From an optimization exercise on the open Yosys and OpenROAD flow, aimed at small area, a short achievable clock period and few clock cycles; shortcuts taken in it are not production practice.
Function was not checked in any run shown here: the RTL went through the layout flow alone.
Power is estimated from default activity; no workload was simulated.

==> flow/design.v <==
`timescale 1ns / 1ps
package cca_pkg;
	localparam int CCA_MAX_COLS = 64;
	localparam int CCA_MAX_ROWS = 16;
	localparam int CCA_CFG_IDX_W  = 2;
	localparam int CCA_CFG_DATA_W = 8;
	localparam logic [7:0] CCA_WIDTH_RST   = 8'd80;
	localparam logic [5:0] CCA_HEIGHT_RST  = 6'd25;
	localparam logic [3:0] CCA_SURVIVE_RST = 4'd4;
	localparam logic [3:0] CCA_BIRTH_RST   = 4'd3;
	typedef enum logic [CCA_CFG_IDX_W-1:0] {
		REG_GRID_WIDTH  = 2'd0,
		REG_GRID_HEIGHT = 2'd1,
		REG_SURVIVE_MIN = 2'd2,
		REG_BIRTH_MIN   = 2'd3
	} reg_idx_t;
	typedef enum logic [1:0] {
		CMD_WRITE = 2'd0,
		CMD_GEN   = 2'd1,
		CMD_READ  = 2'd2
	} cmd_t;
	typedef enum logic [1:0] {
		ST_IDLE = 2'd0,
		ST_READ = 2'd1,
		ST_GEN  = 2'd2
	} state_t;
	typedef struct packed {
		logic [1:0] cmd;
		logic [6:0] col;
		logic [4:0] row;
		logic       wall_in;
	} in_word_t;
	typedef struct packed {
		logic wall_out;
		logic coord_error;
	} out_word_t;
	typedef struct packed {
		logic in_use;
		logic up;
		logic down;
		logic left;
		logic right;
	} nb_mask_t;
endpackage
`timescale 1ns / 1ps
module cca_ram #(
	parameter int NG = 32,
	parameter int GW = 32
) (
	input  logic                  clk,
	input  logic                  we,
	input  logic [$clog2(NG)-1:0] wgrp,
	input  logic [GW-1:0]         wdata,
	input  logic [NG-1:0]         rsel,
	output logic [GW-1:0]         rdata
);
	logic [GW-1:0] mem_q [NG];
	for (genvar g = 0; g < NG; g++) begin : g_word
		always_ff @(posedge clk) begin
			if (we && (wgrp == g)) begin
				mem_q[g] <= wdata;
			end
		end
	end
	always_comb begin
		rdata = '0;
		for (int g = 0; g < NG; g++) begin
			rdata = rdata | (mem_q[g] & {GW{rsel[g]}});
		end
	end
endmodule
`timescale 1ns / 1ps
module cca_window #(
	parameter int ROWS = 16
) (
	input  logic [ROWS-1:0]   prev,
	input  logic [2*ROWS-1:0] cur,
	input  logic [ROWS-1:0]   next,
	input  logic [ROWS-1:0]   row_ok,
	input  logic              c1_ok,
	input  logic [3:0]        survive_min,
	input  logic [3:0]        birth_min,
	output logic [2*ROWS-1:0] new_cells
);
	logic [4:0] ks, kb;
	assign ks = cca_kvec(survive_min);
	assign kb = cca_kvec(birth_min);
	logic [ROWS+1:0] vp, v0, v1, vn;
	assign vp = {1'b0, prev & row_ok, 1'b0};
	assign v0 = {1'b0, cur[ROWS-1:0] & row_ok, 1'b0};
	assign v1 = {1'b0, cur[2*ROWS-1:ROWS] & row_ok & {ROWS{c1_ok}}, 1'b0};
	assign vn = {1'b0, next & row_ok, 1'b0};
	logic [ROWS+1:0] hs0, hc0, hs1, hc1;
	assign hs0 = vp ^ v0 ^ v1;
	assign hc0 = (vp & v0) | (vp & v1) | (v0 & v1);
	assign hs1 = v0 ^ v1 ^ vn;
	assign hc1 = (v0 & v1) | (v0 & vn) | (v1 & vn);
	for (genvar r = 0; r < ROWS; r++) begin : g_row
		assign new_cells[r] = !row_ok[r] ? cur[r] :
			cca_rule(hs0[r], hc0[r], hs0[r+2], hc0[r+2], vp[r+1], v1[r+1], cur[r], ks, kb);
		assign new_cells[ROWS+r] = !(row_ok[r] && c1_ok) ? cur[ROWS+r] :
			cca_rule(hs1[r], hc1[r], hs1[r+2], hc1[r+2], v0[r+1], vn[r+1], cur[ROWS+r], ks, kb);
	end
	function automatic logic [4:0] cca_kvec(input logic [3:0] t);
		logic [3:0] tc;
		tc = (t > 4'd9) ? 4'd9 : t;
		cca_kvec = (tc == 4'd0) ? 5'b11000 : {1'b0, 4'(5'd16 - 5'(tc))};
	endfunction
	function automatic logic cca_maj(input logic a, input logic b, input logic c);
		cca_maj = (a & b) | (a & c) | (b & c);
	endfunction
	function automatic logic cca_rule(
		input logic us, input logic uc, input logic ds, input logic dc,
		input logic l, input logic r, input logic ctr,
		input logic [4:0] ks, input logic [4:0] kb
	);
		logic s1, c1, s2, c2, gs, gb;
		s1 = us ^ ds ^ l;
		c1 = cca_maj(us, ds, l);
		s2 = uc ^ dc ^ c1;
		c2 = cca_maj(uc, dc, c1);
		gs = cca_maj(cca_maj(c2, cca_maj(s2, cca_maj(s1, r, ks[0]), ks[1]), ks[2]), ks[3], ks[4]);
		gb = cca_maj(cca_maj(c2, cca_maj(s2, cca_maj(s1, r, kb[0]), kb[1]), kb[2]), kb[3], kb[4]);
		cca_rule = ctr ? gs : gb;
	endfunction
endmodule
`timescale 1ns / 1ps
module cave_cellular_automaton_step #(
	parameter int MAX_COLS = cca_pkg::CCA_MAX_COLS,
	parameter int MAX_ROWS = cca_pkg::CCA_MAX_ROWS
) (
	input  logic                      clk,
	input  logic                      arst_n,
	input  logic                      start,
	output logic                      busy,
	input  logic [14:0]                     req,
	output logic                      done,
	output logic [1:0]                      rsp,
	input  logic                      cfg_valid,
	output logic                      cfg_ready,
	input  logic [cca_pkg::CCA_CFG_IDX_W-1:0]  cfg_index,
	input  logic [cca_pkg::CCA_CFG_DATA_W-1:0] cfg_data
);
	localparam int NG  = MAX_COLS / 2;    
	localparam int GW  = 2 * MAX_ROWS;    
	localparam int GAW = $clog2(NG);
	localparam int BW  = $clog2(GW);
	logic [1:0] req_cmd;
	logic [6:0] req_col;
	logic [4:0] req_row;
	logic       req_wall;
	assign req_cmd  = req[14:13];
	assign req_col  = req[12:6];
	assign req_row  = req[5:1];
	assign req_wall = req[0];
	logic [6:0]          used_cols_q;
	logic [MAX_ROWS-1:0] row_ok_q;
	logic [3:0]          survive_q;
	logic [3:0]          birth_q;
	logic [MAX_ROWS-1:0] row_ok_d;
	logic [5:0]          used_grps;
	always_comb begin
		for (int r = 0; r < MAX_ROWS; r++) begin
			row_ok_d[r] = (6'(r) < cfg_data[5:0]);
		end
	end
	assign used_grps = 6'((7'(used_cols_q) + 7'd1) >> 1);
	always_ff @(posedge clk or negedge arst_n) begin
		if (!arst_n) begin
			used_cols_q <= 7'(MAX_COLS);
			row_ok_q    <= '1;
			survive_q   <= cca_pkg::CCA_SURVIVE_RST;
			birth_q     <= cca_pkg::CCA_BIRTH_RST;
		end else if (cfg_valid) begin
			case (cfg_index)
				2'd0: used_cols_q <= (cfg_data > 8'(MAX_COLS)) ? 7'(MAX_COLS) : cfg_data[6:0];
				2'd1: row_ok_q    <= row_ok_d;
				2'd2: survive_q   <= cfg_data[3:0];
				default: birth_q  <= cfg_data[3:0];
			endcase
		end
	end
	assign cfg_ready = 1'b1;
	logic           busy_q, gen_q;
	logic [5:0]     tcnt_q;
	logic           accept, acc_gen, in_range;
	logic           v1_q, wr1_q, rd1_q, err1_q, wall1_q;
	logic [BW-1:0]  bit1_q;
	logic [GAW-1:0] grp1_q;
	logic           v2_q, wr2_q, rd2_q, err2_q, wall2_q;
	logic [BW-1:0]  bit2_q;
	logic [GAW-1:0] grp2_q;
	logic           done_q;
	logic [1:0]     rsp_q;
	logic [NG-1:0]  sel_q;
	logic           gwe_q;
	logic [GAW-1:0] ggrp_q;
	logic           c1ok_q;
	assign accept   = start && !busy_q;
	assign acc_gen  = accept && (req_cmd == 2'd1);
	assign in_range = (req_col < used_cols_q) && !req_row[4] && row_ok_q[req_row[3:0]];
	assign busy     = busy_q;
	assign done     = done_q;
	assign rsp      = rsp_q;
	logic [GW-1:0]       grp_rd, merged, wdata, new_cells;
	logic [GW-1:0]       r2_q, cur_q, new_q;
	logic [MAX_ROWS-1:0] prev_q;
	logic                we;
	logic [GAW-1:0]      wgrp, rgrp;
	always_ff @(posedge clk or negedge arst_n) begin
		if (!arst_n) begin
			busy_q <= 1'b0;
			gen_q  <= 1'b0;
			gwe_q  <= 1'b0;
		end else begin
			busy_q <= acc_gen || (busy_q && (tcnt_q < used_grps));
			gen_q  <= acc_gen || busy_q;
			gwe_q  <= gen_q && (tcnt_q >= 6'd2);
		end
	end
	always_ff @(posedge clk) begin
		tcnt_q <= busy_q ? tcnt_q + 6'd1 : 6'd0;
		if (busy_q) begin
			sel_q <= ((tcnt_q + 6'd1) < used_grps) ? {sel_q[NG-2:0], 1'b0} : '0;
		end else if (req_cmd == 2'd1) begin
			sel_q <= NG'(1);
		end else begin
			sel_q <= NG'(1) << req_col[GAW:1];
		end
		ggrp_q <= GAW'(tcnt_q - 6'd2);
		c1ok_q <= ({tcnt_q, 1'b0} <= used_cols_q);
		cur_q  <= r2_q;
		prev_q <= (tcnt_q == 6'd1) ? '0 : cur_q[GW-1:MAX_ROWS];
		new_q  <= new_cells;
	end
	always_ff @(posedge clk or negedge arst_n) begin
		if (!arst_n) begin
			v1_q   <= 1'b0;
			v2_q   <= 1'b0;
			done_q <= 1'b0;
		end else begin
			v1_q   <= accept && (req_cmd != 2'd1);
			v2_q   <= v1_q;
			done_q <= v2_q || (gen_q && !busy_q);
		end
	end
	always_ff @(posedge clk) begin
		wr1_q   <= (req_cmd == 2'd0) && in_range;
		rd1_q   <= (req_cmd == 2'd2) && in_range;
		err1_q  <= !req_cmd[0] && !in_range;
		wall1_q <= req_wall;
		bit1_q  <= {req_col[0], req_row[3:0]};
		grp1_q  <= req_col[GAW:1];
		wr2_q   <= v1_q && wr1_q;
		rd2_q   <= rd1_q;
		err2_q  <= err1_q;
		wall2_q <= wall1_q;
		bit2_q  <= bit1_q;
		grp2_q  <= grp1_q;
		rsp_q   <= v2_q ? {rd2_q && r2_q[bit2_q], err2_q} : 2'b00;
	end
	always_comb begin
		merged = r2_q;
		merged[bit2_q] = wall2_q;
		we    = wr2_q || gwe_q;
		wgrp  = gwe_q ? ggrp_q : grp2_q;
		wdata = gwe_q ? new_q : merged;
		rgrp  = gen_q ? GAW'(tcnt_q) : grp1_q;
	end
	always_ff @(posedge clk) begin
		r2_q <= (we && (wgrp == rgrp)) ? wdata : grp_rd;
	end
	cca_ram #(
		.NG (NG),
		.GW (GW)
	) u_grid (
		.clk   (clk),
		.we    (we),
		.wgrp  (wgrp),
		.wdata (wdata),
		.rsel  (sel_q),
		.rdata (grp_rd)
	);
	cca_window #(
		.ROWS (MAX_ROWS)
	) u_rule (
		.prev        (prev_q),
		.cur         (cur_q),
		.next        (r2_q[MAX_ROWS-1:0]),
		.row_ok      (row_ok_q),
		.c1_ok       (c1ok_q),
		.survive_min (survive_q),
		.birth_min   (birth_q),
		.new_cells   (new_cells)
	);
endmodule
==> flow/run.sh <==
#!/bin/bash
# synth_recipe.tcl (not shown) runs the flow's synth.tcl, then flattens the netlist and writes it again
# the make line also repeats each setting of config.mk as NAME=value (left out here)
make -C /OpenROAD-flow-scripts/flow DESIGN_CONFIG=/design/flow/config.mk WORK_HOME=/design/flow/orfs CLKGATE_MAP_FILE= SYNTH_SCRIPT=/design/flow/synth_recipe.tcl finish
==> flow/config.mk <==
export PLATFORM = sky130hd
export DESIGN_NAME = cave_cellular_automaton_step
export DESIGN_NICKNAME = cave_cellular_automaton_step
export VERILOG_FILES = /design/flow/design.v
export SDC_FILE = /design/flow/constraint.sdc
export NUM_CORES = 8
export LEC_CHECK = 0
export CAP_MARGIN = 20
export CORE_MARGIN = 2
export CORE_UTILIZATION = 45
export PLACE_DENSITY = 0.6
export SLEW_MARGIN = 20
==> flow/constraint.sdc <==
create_clock -name core_clock -period 7.0 [get_ports {clk}]
set_input_delay 1.4000 -clock core_clock [delete_from_list [all_inputs] [get_ports {clk}]]
set_output_delay 1.4000 -clock core_clock [all_outputs]
set_load 0.01 [all_outputs]
==> out/results.txt, run 1 <==
The detailed router finished its first iteration with 5307 violations. Count of H-tree levels built during CTS: 4. Ratio of cells with drive above 1 in the final layout: 12.5%.

The total overflow left after global routing is 0. After filler insertion, the fill cell instance count of the layout stands at 9281. The basic-gate share of the synthesized area counting and, or, nand and nor cells was 6.00%; the overall via count from detail_route was 34400. The first global-routing pass estimated 249 mm of wire.

The site row count was 123; the number of resized instances in the post-cts repair step was 0. The transition at the pin with the smallest max-transition slack came out at 1.13 ns. For this run, design rule violations remaining after detail routing come to 0. Static timing analysis puts the maximum clock frequency at 261 MHz. The required arrival time at the worst endpoint is 7.66 ns, and the number of distinct library cell variants in the gate-level netlist after synthesis is 70. The number of global-route vias before repair was 32500. The run gives 0 as the antenna violation net count after detailed routing. The post-synthesis xor/xnor area fraction is 0.413%.

The synthesis-to-finish area growth was 13.9%. The type of the worst setup path was reg -> reg. After clock tree synthesis, the setup repair step added 0 buffers.

For this design, the sink count on the clock tree is 1247. After layout, the worst path uses 54.8% of the clock period. For the area enclosed by the die boundary, the log shows 116000 µm². The highest net fanout along the worst path works out to 31. For the total nets after synthesis, the log shows 3623.

The most used flip-flop cell after synthesis is edfxtp_1. Clock network latency to the later pin of the worst-skew pair: 0.76 ns. The multiplexer share of the synthesized area is 1.10%. Arithmetic-cell share of the synthesized area counting full adders, half adders and majority gates: 5.05%. The worst register-to-register path begins at birth_q[1]. Endpoint kind of the worst setup timing path: a flip-flop. From bottom edge to top edge, the die measures 341 µm.

The number of enable-type register cells in the synthesized netlist was 1024; the sequential fraction of the synthesis area was 69.5%. The tools report the destination of the worst register-to-register timing path as new_q[16]. The worst register-to-register path has a depth of 10.

The count of input and output buffers was 32. The logs give 0 for the final number of hold-violating endpoints and 0.911 for the final weighted congestion of routability-driven global placement. Entering global routing, the biggest net connects 64 pins. In this run the clock root is driven by a clkbuf_16. I/O pin count: 34. The hold path endpoint is err2_q.

By area, the combinational part of the netlist is dominated by compound AO/OA/AOI/OAI gates. After synthesis, the share of flip-flops with an asynchronous set or reset is 2.97%. The first-pass detailed-route iteration total is 8, and the average detailed-routed wire length per instance is 34.5 µm.

The run finished with no timing, DRC or antenna violations. The mean instance size in the synthesized netlist was 14.7 µm²; the final setup violation count was 0. The tools report the startpoint of the worst hold path as err1_q.

The tool flagged a number of max-cap violations equal to 0. After clock tree synthesis, the clock-pin slew on the worst setup and hold paths is 0.06 ns. The count of final max-slew check failures is 0. The synthesized design spends more area on one cell type than any other, namely edfxtp_1.

The worst path in the final design needs a cycle of 3.84 ns, including I/O delays and setup. In this run the static leakage power is 0.0194 µW. STA classifies the critical path startpoint as a flip-flop. The tools report the initial core utilization as 45.4%. For this design the ratio of total power to cell area is 452 nW/µm². The region available for standard cell placement spans 112000 µm². The peak supply drop is 0.236 mV.

In this run the biggest area consumer among cell types represents 60.3% of the synthesized area. The global-route usage over all layers was 30.2%. TritonCTS buffer count: 133.

After clock tree synthesis, the flow added hold-fix buffers numbering 0. The synthesized design contains 1247 register bits. The via-per-instance ratio is 6.71, and the total of warnings raised by yosys is 4. After synthesis, the cell types taking the most area are edfxtp_1 (60%), dfxtp_1 (7.3%), a22oi_1 (4.3%). The clock tree skew after final layout came out at 0.0329 ns. The synthesized-area fraction occupied by ao, oa, aoi and oai cells was 15.4%. After routing, the total negative slack on setup checks comes to 0 ns. The final layout contains 3683 nets. The initial antenna violation count is 1.

TritonCTS built the clock tree. The run gives 51000 µm² as the cell area after synthesis. Summed over all layers, the routed wires come to 177 mm. Along the worst hold path, the cell count comes to 0. Synthesis produced 3464 cells.

Counting along the longest clock path gives a buffer depth of 3. The classification of the worst-slack hold path was reg -> reg. The endpoint arrival time on the critical path came out at 4.49 ns. The floorplan step set the die width to 341 µm. Setup repair after global routing left no endpoint under its margin. Once detailed placement completed, the half-perimeter wirelength came to 95.8 mm. The worst pin sits at a relative slew slack of 24.4%. For flop-to-flop paths, the worst setup slack is 3.16 ns. Power comes to 26200 µW.
## state kept, by name (all words and copies together) (netlist names), 2 cells and up
signal / cells
sel_q: 32
bit1_q: 5
cur_q: 32
u_grid.mem_q: 1024
survive_q: 4
bit2_q: 5
ggrp_q: 5
grp2_q: 5
birth_q: 4
used_cols_q: 7
rsp_q: 2
prev_q: 16
tcnt_q: 6
r2_q: 32
row_ok_q: 16
new_q: 32
grp1_q: 5
## synthesized netlist by cell type, drive strengths merged, types with 8 or more instances
library cell / instances
a2111oi: 15
a211o: 13
a211oi: 18
a21o: 22
a21oi: 150
a221oi: 122
a22o: 159
a22oi: 290
a2bb2oi: 24
a31oi: 16
and2: 70
and3: 18
buf: 39
clkbuf: 179
dfrtp: 17
dfstp: 20
dfxtp: 186
edfxtp: 1024
fa: 88
ha: 42
inv: 112
maj3: 28
mux2: 13
mux2i: 21
mux4: 9
nand2: 125
nand2b: 12
nand3: 14
nand4: 114
nor2: 137
nor3: 47
nor4b: 14
o2111ai: 53
o21a: 20
o21ai: 83
o22ai: 43
or4: 8
xnor2: 16
xor2: 8
## worst max-delay path by stage
stage,start,endpoint,slack [ns]
floorplan,bit2_q[1],u_grid.mem_q[0][4],3.03
global placement,cfg_data[3],used_cols_q[3],3.19
detailed placement,birth_q[1],new_q[16],3.18
CTS,birth_q[1],new_q[16],3.19
global route,birth_q[1],new_q[17],2.95
finish,birth_q[1],new_q[16],3.16
## stage by stage
step	hold WS (ns)	instances	setup WS [ns]	instance area [µm²]	utilization, %
after floorplan	0.310	3464	3.03	51000	-
after global placement	0.317	4889	3.19	53700	47.8
after detailed placement	0.313	4889	3.18	53700	47.8
after CTS	0.327	5130	3.19	58000	51.6
after global routing	0.335	5130	2.95	58000	51.6
final	0.325	5133	3.16	58000	51.6
## report_power, final
part           leakage (µW)  internal (µW)  switching [µW]
logic               0.00603           2880            5510
registers            0.0112          10100             808
clock network       0.00208           3950            3000
total                0.0194          16900            9320
## worst max-delay path, stage by stage, from the launching register on
cell and delay [ns]:
dfstp_2 0.55, o21a_1 0.61, or2_4 0.46, inv_1 0.08, ha_1 0.27, nor2_1 0.15
mux2_2 0.76, nor2_1 0.13, a21o_1 0.21, a221o_1 0.29, a31o_2 0.21
## layout by cell type, fill, tap and decap left out, types with 78 or more instances in the layout
master	n
nand2_1	125
nand4_1	114
dfxtp_1	154
nor2_1	105
a22oi_1	290
buf_4	111
inv_1	112
fa_1	88
a21oi_1	148
edfxtp_1	1024
clkbuf_16	136
a221oi_1	122
a22o_1	159
o21ai_0	78
## routing by layer
| metal | global-route usage (%) | vias to the layer above | part of all wire, % |
|---|---|---|---|
| met4 | 11.5 | 0 | 4.0 |
| met3 | 6.00 | 401 | 11 |
| met2 | 46.7 | 2360 | 46 |
| li1 | - | 14000 | - |
| met1 | 42.3 | 17700 | 39 |
| met5 | 0 | - | 0 |
## cells by family (layout without fill, tap and decap cells)
kind of cell | Yosys count | in the layout
multiplexers | 43 | 43
XOR/XNOR | 24 | 24
buffers and inverters | 332 | 498
AO/OA/AOI/OAI | 1065 | 1065
AND/OR/NAND/NOR | 594 | 594
adder cells (fa/ha/maj) | 158 | 158
other | 1 | 4
flip-flops | 1247 | 1247
## final cells by class
class / instances / area (µm²) / area share, %
diodes: 3 / 7.51 / 0.0129
clock buffers: 169 / 3540 / 6.10
clock inverters: 72 / 732 / 1.26
inverters: 114 / 428 / 0.738
multi-input cells: 1885 / 14800 / 25.5
flip-flops and latches: 1247 / 35500 / 61.1
well taps: 1500 / 1880 / 3.23
repair buffers: 143 / 1150 / 1.98
==> inputs of run 2 (changes only) <==
--- a/flow/config.mk
+++ b/flow/config.mk
@@ -10,3 +10,4 @@
 export CORE_UTILIZATION = 45
 export PLACE_DENSITY = 0.6
+export SETUP_SLACK_MARGIN = 4.2
 export SLEW_MARGIN = 20
==> out/results.txt, run 2 <==
The share of the synthesized area in the top cell type was 60.3% (unchanged). Tightest slew margin relative to the limit: 25.4% (+1.1 points). Total nets after synthesis: 3623 (unchanged).

For the initial antenna violation count, the log shows 3 (+2). Total number of nets in the final design: 3852 (+4.6%). The clock-pin slew on the worst setup and hold paths came out at 0.06 ns (about the same). The I/O pin count is 34 (unchanged). The run gives 5642 (+6.3%) as the DRC marker count from the first detailed-route iteration. The run gives 51000 µm² (unchanged) as the cell area after synthesis. The average detailed-routed wire length per instance was 35.5 µm (+2.9%); the global-route usage over all layers was 31.9% (+1.7 points). The final weighted congestion of routability-driven global placement is 0.869 (-4.6%). The transition at the pin with the smallest max-transition slack is 1.12 ns (-0.0118 ns), and the overall overflow remaining after global route is 0 (unchanged). The classification of the worst-slack hold path was reg -> reg. In this run the clock root is driven by a clkbuf_16. The tools report the overall via count from detail_route as 35800 (+3.9%). The number of global-route vias before repair is 33600 (+3.5%), and the sequential fraction of the synthesis area is 69.5% (unchanged). Cell type group with the largest total delay on the critical path: adder cells. The maximum cell stage delay along the critical path works out to 0.70 ns (-0.06 ns). The cell count of the worst reg-to-reg path works out to 7 (-3). Sorting the synthesized cells by area gives the leading types as edfxtp_1 (60%), dfxtp_1 (7.3%), a22oi_1 (4.3%). The detailed placement HPWL is 95.2 mm (-0.68%), and the first-pass GRT wire length is 261 mm (+4.7%).

The critical path depth in cells was 7 (-3); the synthesis-to-finish area growth was 20.4%. The tools report the final setup violation count as 0 (unchanged). The die outline height was 341 µm (unchanged). In the synthesized netlist the dominant register cell turns out to be edfxtp_1. STA classifies the critical path startpoint as a flip-flop.

The fraction of synthesis flops using an asynchronous set or reset pin was 2.97% (unchanged); the count of input and output buffers was 32 (unchanged). The logs give 6 (-2) for the first-pass detailed-route iteration total and 0 (unchanged) for the antenna violation net count after detailed routing. The tools report the endpoint kind of the worst setup timing path as a flip-flop. TritonCTS built the clock tree.

Leaving out fill and tap cells, the most frequent cell in the layout is edfxtp_1. The pin count of the biggest net entering global routing is 64 (unchanged), and the TritonCTS buffer count is 132 (-0.75%). The count of final max-slew check failures is 0 (unchanged), and the post-route fraction of the period consumed by the critical path is 45.1% (-9.7 points).

For the initial core utilization, the log shows 45.4% (unchanged). The count of H-tree levels built during CTS came out at 4 (unchanged). Cell with the most instances after synthesis: edfxtp_1. The via-per-instance ratio is 6.75 (+0.61%). For this design, the slowest cell found on the critical path is dfstp_4. The critical path goes through and3_4, fa_2, fa_2, fa_2, o21ai_2, a2111oi_1, or4_1. Setup repair after global routing could not meet its margin everywhere. The register with the most flip-flops in the final layout is u_grid.mem_q.

The run gives 0 (unchanged) as the remaining routing DRC violations. The run gives 112000 µm² (unchanged) as the area of the core. The run gives 7.62 ns (-0.04 ns) as the required arrival time at the worst endpoint.

The gate count after technology mapping was 3464 (unchanged); the mean instance size in the synthesized netlist was 14.7 µm² (unchanged). Count of buffering cells on the critical path with inverters included: 0 (-1). By instance count, the cell type seen most on the critical path is fa_2. The worst hold path cell count is 0 (unchanged), and the peak supply drop is 0.311 mV (+32%). Type of the worst setup path: reg -> reg. For the leakage dissipation, the log shows 0.0205 µW (+6.1%).

The number of maximum-capacitance constraint violations is 0 (unchanged). The run finished with no timing, DRC or antenna violations. The power consumption is 28300 µW (+8.0%). The number of flip-flops in the largest register came out at 1024 (unchanged). Number of distinct library cell variants in the gate-level netlist after synthesis: 70 (unchanged). The total of warnings raised by yosys is 4 (unchanged). After synthesis, the most frequently instantiated cells are edfxtp_1 (1024), a22oi_1 (290), dfxtp_1 (186), clkbuf_1 (178), a22o_1 (159).

The top cell types in the final layout, fill and taps aside, are edfxtp_1 (1024), a22oi_1 (283), buf_4 (169). The horizontal die dimension is 341 µm (unchanged), and the clock sink total is 1247 (unchanged). The wire length reported by the detailed router was 188 mm (+6.3%).

The setup TNS after final layout was 0 ns (unchanged). Site row count: 123 (unchanged). The flip-flop and latch count after synthesis was 1247 (unchanged); the final number of hold-violating endpoints was 0 (unchanged). The number of enable-type register cells in the synthesized netlist was 1024 (unchanged); the highest net fanout along the worst path was 6 (-81%). The clock tree skew after final layout was 0.0446 ns (+0.0117 ns); the shortest clock period the worst path allows after layout was 3.16 ns (-0.680 ns).

The largest total area in the synthesized netlist belongs to edfxtp_1. Highest clock rate: 317 MHz (+22%). For the maximum buffer depth of the clock tree, the log shows 3 (unchanged). The area enclosed by the die boundary was 116000 µm² (unchanged); the number of buffers inserted by hold repair at cts was 0 (unchanged).

The clock network latency to the later pin of the worst-skew pair came out at 0.76 ns (about the same). The ratio of cells with drive above 1 in the final layout works out to 23.9% (+11 points). The endpoint arrival time on the critical path was 3.78 ns (-0.71 ns); the power density over the cells was 462 nW/µm² (+2.2%).
run 2: changes by cell type in the layout (fill, tap and decap cells not counted), moves of 25 or more:
cell	change
fa_1	-64
fa_2	+64
buf_4	+58
buf_6	+53
and2_1	-45
and2_4	+43
inv_1	-31
inv_2	+29
buf_12	+25
run 2: layout make-up:
class	count	area, µm²
antenna	2	5.00
clock buffer	186	3670
clock inverter	55	527
fill	8935	51000
inverter	114	449
multi-input combinational	1904	16300
sequential	1247	35500
tap	1500	1880
timing repair buffer	294	2940
run 2: per-stage QoR:
step                      worst slack, ns  cell area [µm²]  utilization [%]  std cells  hold slack [ns]
after floorplan                      3.73            51700                -       3464            0.310
after global placement               3.16            53900             47.9       4885            0.310
after detailed placement             3.08            53900             48.0       4885            0.315
after CTS                            3.84            60500             53.8       5262            0.328
after global routing                 3.75            61300             54.6       5300            0.330
final                                3.84            61300             54.6       5302            0.326
run 2: timing repair:
action                     4_1_cts  5_1_grt
buffers inserted               116       37
gates resized for setup        308      122
setup endpoints to repair     2089      962
cloned                          20        1
pin swaps                      170       93
run 2: worst paths after layout:
kind	startpoint	end	slack [ns]
max	row_ok_q[2]	new_q[1]	3.84
min	err1_q	err2_q	0.33
max reg2reg	row_ok_q[2]	new_q[1]	3.84
min reg2reg	err1_q	err2_q	0.33
max in group asynchronous	arst_n	survive_q[3]	5.58
min in group asynchronous	arst_n	survive_q[1]	0.78
run 2: power by group:
| part | total, µW | internal (µW) | switching, µW | leakage, µW |
|---|---|---|---|---|
| sequential | 10900 | 10100 | 826 | 0.0112 |
| combinational | 10600 | 4110 | 6480 | 0.00725 |
| clock | 6840 | 3850 | 2990 | 0.00204 |
| total | 28300 | 18000 | 10300 | 0.0205 |
run 2: cells by family (layout without fill, tap and decap cells):
logic type	count (synthesis)	in the layout	synth area share [%]
AOI/OAI and AO/OA	1065	1078	15.4
xor gates and xnor gates	24	25	0.413
DFF	1247	1247	69.5
muxes	43	43	1.10
other	1	3	0.00736
and+or+nand+nor	594	599	6.00
adders and majority gates	158	158	5.05
buffers and inverters	332	649	2.49
run 2: metal layers:
metal	global-route usage (%)	routed length, µm
met1	43.8	69600
met2	48.3	83800
met3	8.36	25800
met4	13.6	9220
met5	0	12
==> inputs of run 3 (changes only) <==
--- a/flow/design.v
+++ b/flow/design.v
@@ -154,67 +154,65 @@
 	assign req_row  = req[5:1];
 	assign req_wall = req[0];
-	logic [6:0]          used_cols_q;
-	logic [MAX_ROWS-1:0] row_ok_q;
-	logic [3:0]          survive_q;
-	logic [3:0]          birth_q;
-	logic [MAX_ROWS-1:0] row_ok_d;
-	logic [5:0]          used_grps;
+	logic [7:0] width_q;
+	logic [5:0] height_q;
+	logic [3:0] survive_q;
+	logic [3:0] birth_q;
+	logic [6:0] used_cols;
+	logic [4:0] used_rows;
+	logic [5:0] used_grps;
+	logic [MAX_ROWS-1:0] row_ok;
+	assign used_cols = (width_q > 8'(MAX_COLS)) ? 7'(MAX_COLS) : width_q[6:0];
+	assign used_rows = (height_q > 6'(MAX_ROWS)) ? 5'(MAX_ROWS) : height_q[4:0];
+	assign used_grps = 6'((7'(used_cols) + 7'd1) >> 1);
 	always_comb begin
 		for (int r = 0; r < MAX_ROWS; r++) begin
-			row_ok_d[r] = (6'(r) < cfg_data[5:0]);
-		end
-	end
-	assign used_grps = 6'((7'(used_cols_q) + 7'd1) >> 1);
+			row_ok[r] = (5'(r) < used_rows);
+		end
+	end
 	always_ff @(posedge clk or negedge arst_n) begin
 		if (!arst_n) begin
-			used_cols_q <= 7'(MAX_COLS);
-			row_ok_q    <= '1;
-			survive_q   <= cca_pkg::CCA_SURVIVE_RST;
-			birth_q     <= cca_pkg::CCA_BIRTH_RST;
+			width_q   <= cca_pkg::CCA_WIDTH_RST;
+			height_q  <= cca_pkg::CCA_HEIGHT_RST;
+			survive_q <= cca_pkg::CCA_SURVIVE_RST;
+			birth_q   <= cca_pkg::CCA_BIRTH_RST;
 		end else if (cfg_valid) begin
 			case (cfg_index)
-				2'd0: used_cols_q <= (cfg_data > 8'(MAX_COLS)) ? 7'(MAX_COLS) : cfg_data[6:0];
-				2'd1: row_ok_q    <= row_ok_d;
-				2'd2: survive_q   <= cfg_data[3:0];
-				default: birth_q  <= cfg_data[3:0];
+				2'd0: width_q   <= cfg_data;
+				2'd1: height_q  <= cfg_data[5:0];
+				2'd2: survive_q <= cfg_data[3:0];
+				default: birth_q <= cfg_data[3:0];
 			endcase
 		end
 	end
 	assign cfg_ready = 1'b1;
-	logic           busy_q, gen_q;
-	logic [5:0]     tcnt_q;
-	logic           accept, acc_gen, in_range;
-	logic           v1_q, wr1_q, rd1_q, err1_q, wall1_q;
-	logic [BW-1:0]  bit1_q;
-	logic [GAW-1:0] grp1_q;
-	logic           v2_q, wr2_q, rd2_q, err2_q, wall2_q;
-	logic [BW-1:0]  bit2_q;
-	logic [GAW-1:0] grp2_q;
-	logic           done_q;
-	logic [1:0]     rsp_q;
-	logic [NG-1:0]  sel_q;
-	logic           gwe_q;
-	logic [GAW-1:0] ggrp_q;
-	logic           c1ok_q;
+	logic          busy_q, gen_q;
+	logic [5:0]    tcnt_q;
+	logic          accept, acc_gen, in_range;
+	logic          v1_q, wr1_q, rd1_q, err1_q, wall1_q;
+	logic [BW-1:0] bit1_q;
+	logic          v2_q, rd2_q, err2_q;
+	logic [BW-1:0] bit2_q;
+	logic          done_q;
+	logic [1:0]    rsp_q;
+	logic [NG-1:0] sel_q;
+	logic          we_q;
+	logic [GAW-1:0] wgrp_q;
+	logic          c1ok_q;
 	assign accept   = start && !busy_q;
 	assign acc_gen  = accept && (req_cmd == 2'd1);
-	assign in_range = (req_col < used_cols_q) && !req_row[4] && row_ok_q[req_row[3:0]];
+	assign in_range = (req_col < used_cols) && (req_row < used_rows);
 	assign busy     = busy_q;
 	assign done     = done_q;
 	assign rsp      = rsp_q;
-	logic [GW-1:0]       grp_rd, merged, wdata, new_cells;
-	logic [GW-1:0]       r2_q, cur_q, new_q;
+	logic [GW-1:0]       grp_rd, wdata, merged, new_cells;
+	logic [GW-1:0]       r2_q, cur_q;
 	logic [MAX_ROWS-1:0] prev_q;
-	logic                we;
-	logic [GAW-1:0]      wgrp, rgrp;
 	always_ff @(posedge clk or negedge arst_n) begin
 		if (!arst_n) begin
 			busy_q <= 1'b0;
 			gen_q  <= 1'b0;
-			gwe_q  <= 1'b0;
 		end else begin
 			busy_q <= acc_gen || (busy_q && (tcnt_q < used_grps));
 			gen_q  <= acc_gen || busy_q;
-			gwe_q  <= gen_q && (tcnt_q >= 6'd2);
 		end
 	end
@@ -228,9 +226,10 @@
 			sel_q <= NG'(1) << req_col[GAW:1];
 		end
-		ggrp_q <= GAW'(tcnt_q - 6'd2);
-		c1ok_q <= ({tcnt_q, 1'b0} <= used_cols_q);
+		we_q   <= (busy_q && (tcnt_q != 6'd0)) || (accept && (req_cmd == 2'd0) && in_range);
+		wgrp_q <= busy_q ? GAW'(tcnt_q - 6'd1) : req_col[GAW:1];
+		c1ok_q <= ({tcnt_q, 1'b0} <= 7'(used_cols));
+		r2_q   <= grp_rd;
 		cur_q  <= r2_q;
 		prev_q <= (tcnt_q == 6'd1) ? '0 : cur_q[GW-1:MAX_ROWS];
-		new_q  <= new_cells;
 	end
 	always_ff @(posedge clk or negedge arst_n) begin
@@ -246,28 +245,18 @@
 	end
 	always_ff @(posedge clk) begin
-		wr1_q   <= (req_cmd == 2'd0) && in_range;
+		wr1_q   <= (req_cmd == 2'd0);
 		rd1_q   <= (req_cmd == 2'd2) && in_range;
 		err1_q  <= !req_cmd[0] && !in_range;
 		wall1_q <= req_wall;
 		bit1_q  <= {req_col[0], req_row[3:0]};
-		grp1_q  <= req_col[GAW:1];
-		wr2_q   <= v1_q && wr1_q;
 		rd2_q   <= rd1_q;
 		err2_q  <= err1_q;
-		wall2_q <= wall1_q;
 		bit2_q  <= bit1_q;
-		grp2_q  <= grp1_q;
 		rsp_q   <= v2_q ? {rd2_q && r2_q[bit2_q], err2_q} : 2'b00;
 	end
 	always_comb begin
-		merged = r2_q;
-		merged[bit2_q] = wall2_q;
-		we    = wr2_q || gwe_q;
-		wgrp  = gwe_q ? ggrp_q : grp2_q;
-		wdata = gwe_q ? new_q : merged;
-		rgrp  = gen_q ? GAW'(tcnt_q) : grp1_q;
-	end
-	always_ff @(posedge clk) begin
-		r2_q <= (we && (wgrp == rgrp)) ? wdata : grp_rd;
+		merged = grp_rd;
+		merged[bit1_q] = wall1_q;
+		wdata = (v1_q && wr1_q) ? merged : new_cells;
 	end
 	cca_ram #(
@@ -276,6 +265,6 @@
 	) u_grid (
 		.clk   (clk),
-		.we    (we),
-		.wgrp  (wgrp),
+		.we    (we_q),
+		.wgrp  (wgrp_q),
 		.wdata (wdata),
 		.rsel  (sel_q),
@@ -288,5 +277,5 @@
 		.cur         (cur_q),
 		.next        (r2_q[MAX_ROWS-1:0]),
-		.row_ok      (row_ok_q),
+		.row_ok      (row_ok),
 		.c1_ok       (c1ok_q),
 		.survive_min (survive_q),
--- a/flow/config.mk
+++ b/flow/config.mk
@@ -10,4 +10,3 @@
 export CORE_UTILIZATION = 45
 export PLACE_DENSITY = 0.6
-export SETUP_SLACK_MARGIN = 4.2
 export SLEW_MARGIN = 20
==> out/results.txt, run 3 <==
The horizontal die dimension was 336 µm (-1.4%); the count of H-tree levels built during CTS was 3 (-1). The worst hold path cell count is 0 (unchanged). The most used flip-flop cell after synthesis is edfxtp_1. The cell count of the worst reg-to-reg path was 13 (+6). The highest clock rate was 171 MHz (-46%); the number of maximum-capacitance constraint violations was 0 (unchanged). Final design area excluding fillers: 56100 µm² (-8.6%). Area after detailed placement: 52300 µm² (-3.0%).

The overall overflow remaining after global route is 0 (unchanged). The tools report the final weighted congestion of routability-driven global placement as 0.984 (+13%). The endpoint arrival time on the critical path is 6.23 ns (+2.45 ns). The library cells used most frequently in the layout, excluding fill and tap cells, are edfxtp_1 (1024), a22oi_1 (513), buf_4 (134). The tools report the remaining routing DRC violations as 0 (unchanged).

TritonCTS built the clock tree. Of all cell types, the one taking the most synthesized area is edfxtp_1. The logs give 18000 µW (-0.46%) for the internal power and 4732 (-3.1%) for the number of instances in the placed design. The tools report the initial antenna violation count as 10 (+7). The die outline height is 336 µm (-1.4%), and the required arrival time at the worst endpoint is 7.39 ns (-0.23 ns). The run gives 3366 (-2.8%) as the gate count after technology mapping.

The DRC marker count from the first detailed-route iteration came out at 5000 (-11%). Number of enable-type register cells in the synthesized netlist: 1024 (unchanged). The area enclosed by the die boundary was 113000 µm² (-2.8%).

The commonest cells after synthesis are edfxtp_1 (1024), a22oi_1 (513), clkbuf_1 (199), nor2_1 (147), dfxtp_1 (143). The worst hold path belongs to the class reg -> reg. The highest net fanout along the worst path was 32 (+26); the cell area after synthesis was 49500 µm² (-2.9%).

Setup repair after global routing left no endpoint under its margin. The reported net switching power is 11000 µW (+6.9%). The TritonCTS buffer count is 118 (-11%).

Yosys attributes the largest share of cell area to edfxtp_1 (62%), a22oi_1 (7.8%), dfxtp_1 (5.8%). From synthesis to final layout, the design area changed by 13.3%. The count of input and output buffers is 32 (unchanged), and the total nets after synthesis is 3527 (-2.6%). The maximum buffer depth of the clock tree was 3 (unchanged); the proportion of power drawn by combinational gates was 39.9% (+2.5 points). The tools report the first-pass GRT wire length as 254 mm (-2.4%).

The number of distinct library cell variants in the gate-level netlist after synthesis is 81 (+16%). The power density over the cells was 517 nW/µm² (+12%); the area of the core was 109000 µm² (-3.0%). The switching share of power was 38.0% (+1.7 points). The count of final max-slew check failures came out at 0 (unchanged). The I/O pin count is 34 (unchanged). Library cell used as clock root buffer: clkbuf_16. The run gives 31800 (-5.5%) as the number of global-route vias before repair.

The peak supply drop came out at 0.287 mV (-7.6%). The first-pass detailed-route iteration total was 8 (+2). The run gives 9119 (+2.1%) as the filler cell count.

STA classifies the critical path endpoint as a flip-flop. The transition at the pin with the smallest max-transition slack was 1.20 ns (+0.0773 ns); the average detailed-routed wire length per instance was 37.4 µm (+5.2%). For the area used by multi-input combinational logic, the log shows 14400 µm² (-12%).

The sequential fraction of the synthesis area is 69.3% (-0.22 points). The site row count is 121 (-1.6%), and the number of buffers inserted by hold repair at cts is 0 (unchanged). The shortest clock period the worst path allows after layout was 5.84 ns (+2.69 ns).

The overall via count from detail_route was 33800 (-5.6%). The worst setup path is launched from a flip-flop. The run gives 32.7% (+0.82 points) as the global-route usage over all layers. Ranked by flip-flop count, first place goes to u_grid.mem_q.

Share of power burned in registers: 38.8% (+0.3 points). The most common cell after layout, fill and taps aside is edfxtp_1. The logs give 1.16 ns (-2.69 ns) for the final worst slack and 45 (-30%) for the pin count of the biggest net entering global routing. The detailed placement HPWL is 104 mm (+9.2%). Clock-pin slew on the worst setup and hold paths: 0.06 ns (about the same). The combined flip-flop and latch cell area came out at 34300 µm² (-3.3%).

The flow ran to the end and the layout has no timing, DRC or antenna violations. The setup TNS after final layout was 0 ns (unchanged). Via-per-instance ratio: 6.82 (+0.98%).

The clock tree skew after final layout is 0.0551 ns (+0.0105 ns). The ratio of cells with drive above 1 in the final layout was 12.6% (-11 points); the final setup violation count was 0 (unchanged). Type of the worst setup path: reg -> reg. The total number of nets in the final design came out at 3600 (-6.5%). The run gives 45.4% (+0.048 points) as the initial core utilization. The logs give 0.75 ns (about the same) for the clock network latency to the later pin of the worst-skew pair and 0 (unchanged) for the final number of hold-violating endpoints.

For the post-CTS repair timing setup buffer count, the log shows 0 (-100%). The count of placed standard cells in the final layout, fillers left out was 4958 (-6.5%); the number of resized instances in the post-cts repair step was 0 (-100%). The logs give 1.28 ns (-1.80 ns) for the worst setup slack after placement and 1194 (-4.3%) for the clock sink total. The post-route fraction of the period consumed by the critical path came out at 83.5% (+38 points). The fraction of synthesis flops using an asynchronous set or reset pin is 2.26% (-0.71 points). The share of the synthesized area in the top cell type was 62.1% (+1.8 points); the antenna violation net count after detailed routing was 0 (unchanged). The total of warnings raised by yosys was 4 (unchanged); the leakage dissipation was 0.0183 µW (-11%). The wire length reported by the detailed router is 185 mm (-1.6%), and the mean instance size in the synthesized netlist is 14.7 µm² (about the same). Cell with the most instances after synthesis: edfxtp_1. The number of flip-flops in the largest register is 1024 (unchanged).

The clock network fraction of total power is 21.3% (-2.8 points), and the flip-flop and latch count after synthesis is 1194 (-4.3%). The tightest slew margin relative to the limit was 20.3% (-5.2 points).
run 3: changes by cell type after synthesis, sizes merged, moves of 45 or more:
cell | before | now
maj3 | 28 | 73
a22o | 159 | 24
a221oi | 122 | 19
o2111ai | 53 | 7
a22oi | 290 | 513
a21oi | 150 | 89
run 3: layer usage:
layer	global-route usage, %	wire length (µm)	up-vias
li1	-	-	13600
met1	44.0	70000	17400
met2	50.1	83300	2358
met3	7.24	21400	468
met4	16.7	10600	8
met5	0	58	-
run 3: final cells by class:
class                   count  share of cell area, %
inverters                 108                  0.723
flip-flops and latches   1194                   61.3
repair buffers            169                   2.43
clock inverters            66                   1.03
clock buffers             157                   5.64
diodes                      2                0.00893
well taps                1414                   3.16
multi-input cells        1848                   25.7
run 3: cells by family (layout without fill, tap and decap cells):
logic type                 Yosys count  in the layout  synth area share [%]
AOI/OAI and AO/OA                  952            952                  13.8
xor gates and xnor gates            17             17                 0.301
adders and majority gates          205            205                  6.16
buffers and inverters              324            500                  2.50
DFF                               1194           1194                  69.3
muxes                               47             47                  1.26
other                                1              3               0.00758
and+or+nand+nor                    626            626                  6.63
run 3: final timing paths:
path	from	endpoint	slack, ns
setup / recovery	height_q[2]	u_grid.mem_q[21][1]	1.16
hold / removal	rd1_q	rd2_q	0.32
setup reg to reg	height_q[2]	u_grid.mem_q[21][1]	1.16
hold reg to reg	rd1_q	rd2_q	0.32
max in group asynchronous	arst_n	height_q[4]	5.58
min in group asynchronous	arst_n	survive_q[3]	1.05
run 3: worst max-delay path, stage by stage (launching register included):
cell       delay [ns]
dfrtp_1          0.54
nor4_1           0.77
nand2_1          0.36
and3_1           0.39
fa_1             0.55
fa_1             0.45
inv_1            0.08
fa_1             0.47
nor2_1           0.11
o21ai_0          0.09
maj3_1           0.37
a2111oi_1        0.48
buf_4            0.20
a2bb2oi_4        0.64
run 3: stage by stage:
step,total power [µW],hold slack (ns),util (%)
after global routing,30200,0.330,51.4
after global placement,22400,0.310,47.9
after CTS,28700,0.320,51.4
after floorplan,18300,0.310,-
after detailed placement,22600,0.312,48.0
final,29000,0.323,51.4
run 3: power by group through the flow:
stage | Clock [µW] | Sequential (µW) | Combinational [µW]
after floorplan | 0 | 11100 | 7170
after global placement | 0 | 11400 | 11000
after detailed placement | 0 | 11400 | 11200
after CTS | 6210 | 11200 | 11200
after global routing | 6490 | 11300 | 12500
final | 6170 | 11200 | 11600

==> static timing again, ports no longer ideal <==
How much do the figures lean on ideal ports? The routed layouts below were timed once more, with nothing changed but the port constraints. Step 1 sets driving cells, clkbuf_16 on the clock port and buf_2 on the other inputs (assumed; they add their load-dependent delay and slew). Step 2, shift: input delay + t, output delay - t, t = (earliest + latest rising clock arrival at the registers) / 2. This alone moves slack from input paths to output paths. Three values: no drivers, after step 1, after step 2; two values: the first two.
| run | t, ns | slack for setup (ns) | worst hold slack (ns) | worst setup path after step 2 |
|---|---|---|---|---|
| run 1 | 0.826 | 3.164 / 3.164 / 3.107 | 0.325 / 0.325 / 0.325 | input to register |
| run 2 | 0.812 | 3.844 / 3.844 / 3.603 | 0.326 / 0.326 / 0.326 | input to register |
| run 3 | 0.795 | 1.157 / 1.157 / 1.157 | 0.323 / 0.323 / 0.323 | register to register |
After both steps setup and hold are still met in every run listed. The setup slack of run 2, which loses most, moves by 0.000 ns with the drivers and by -0.241 ns with both steps.
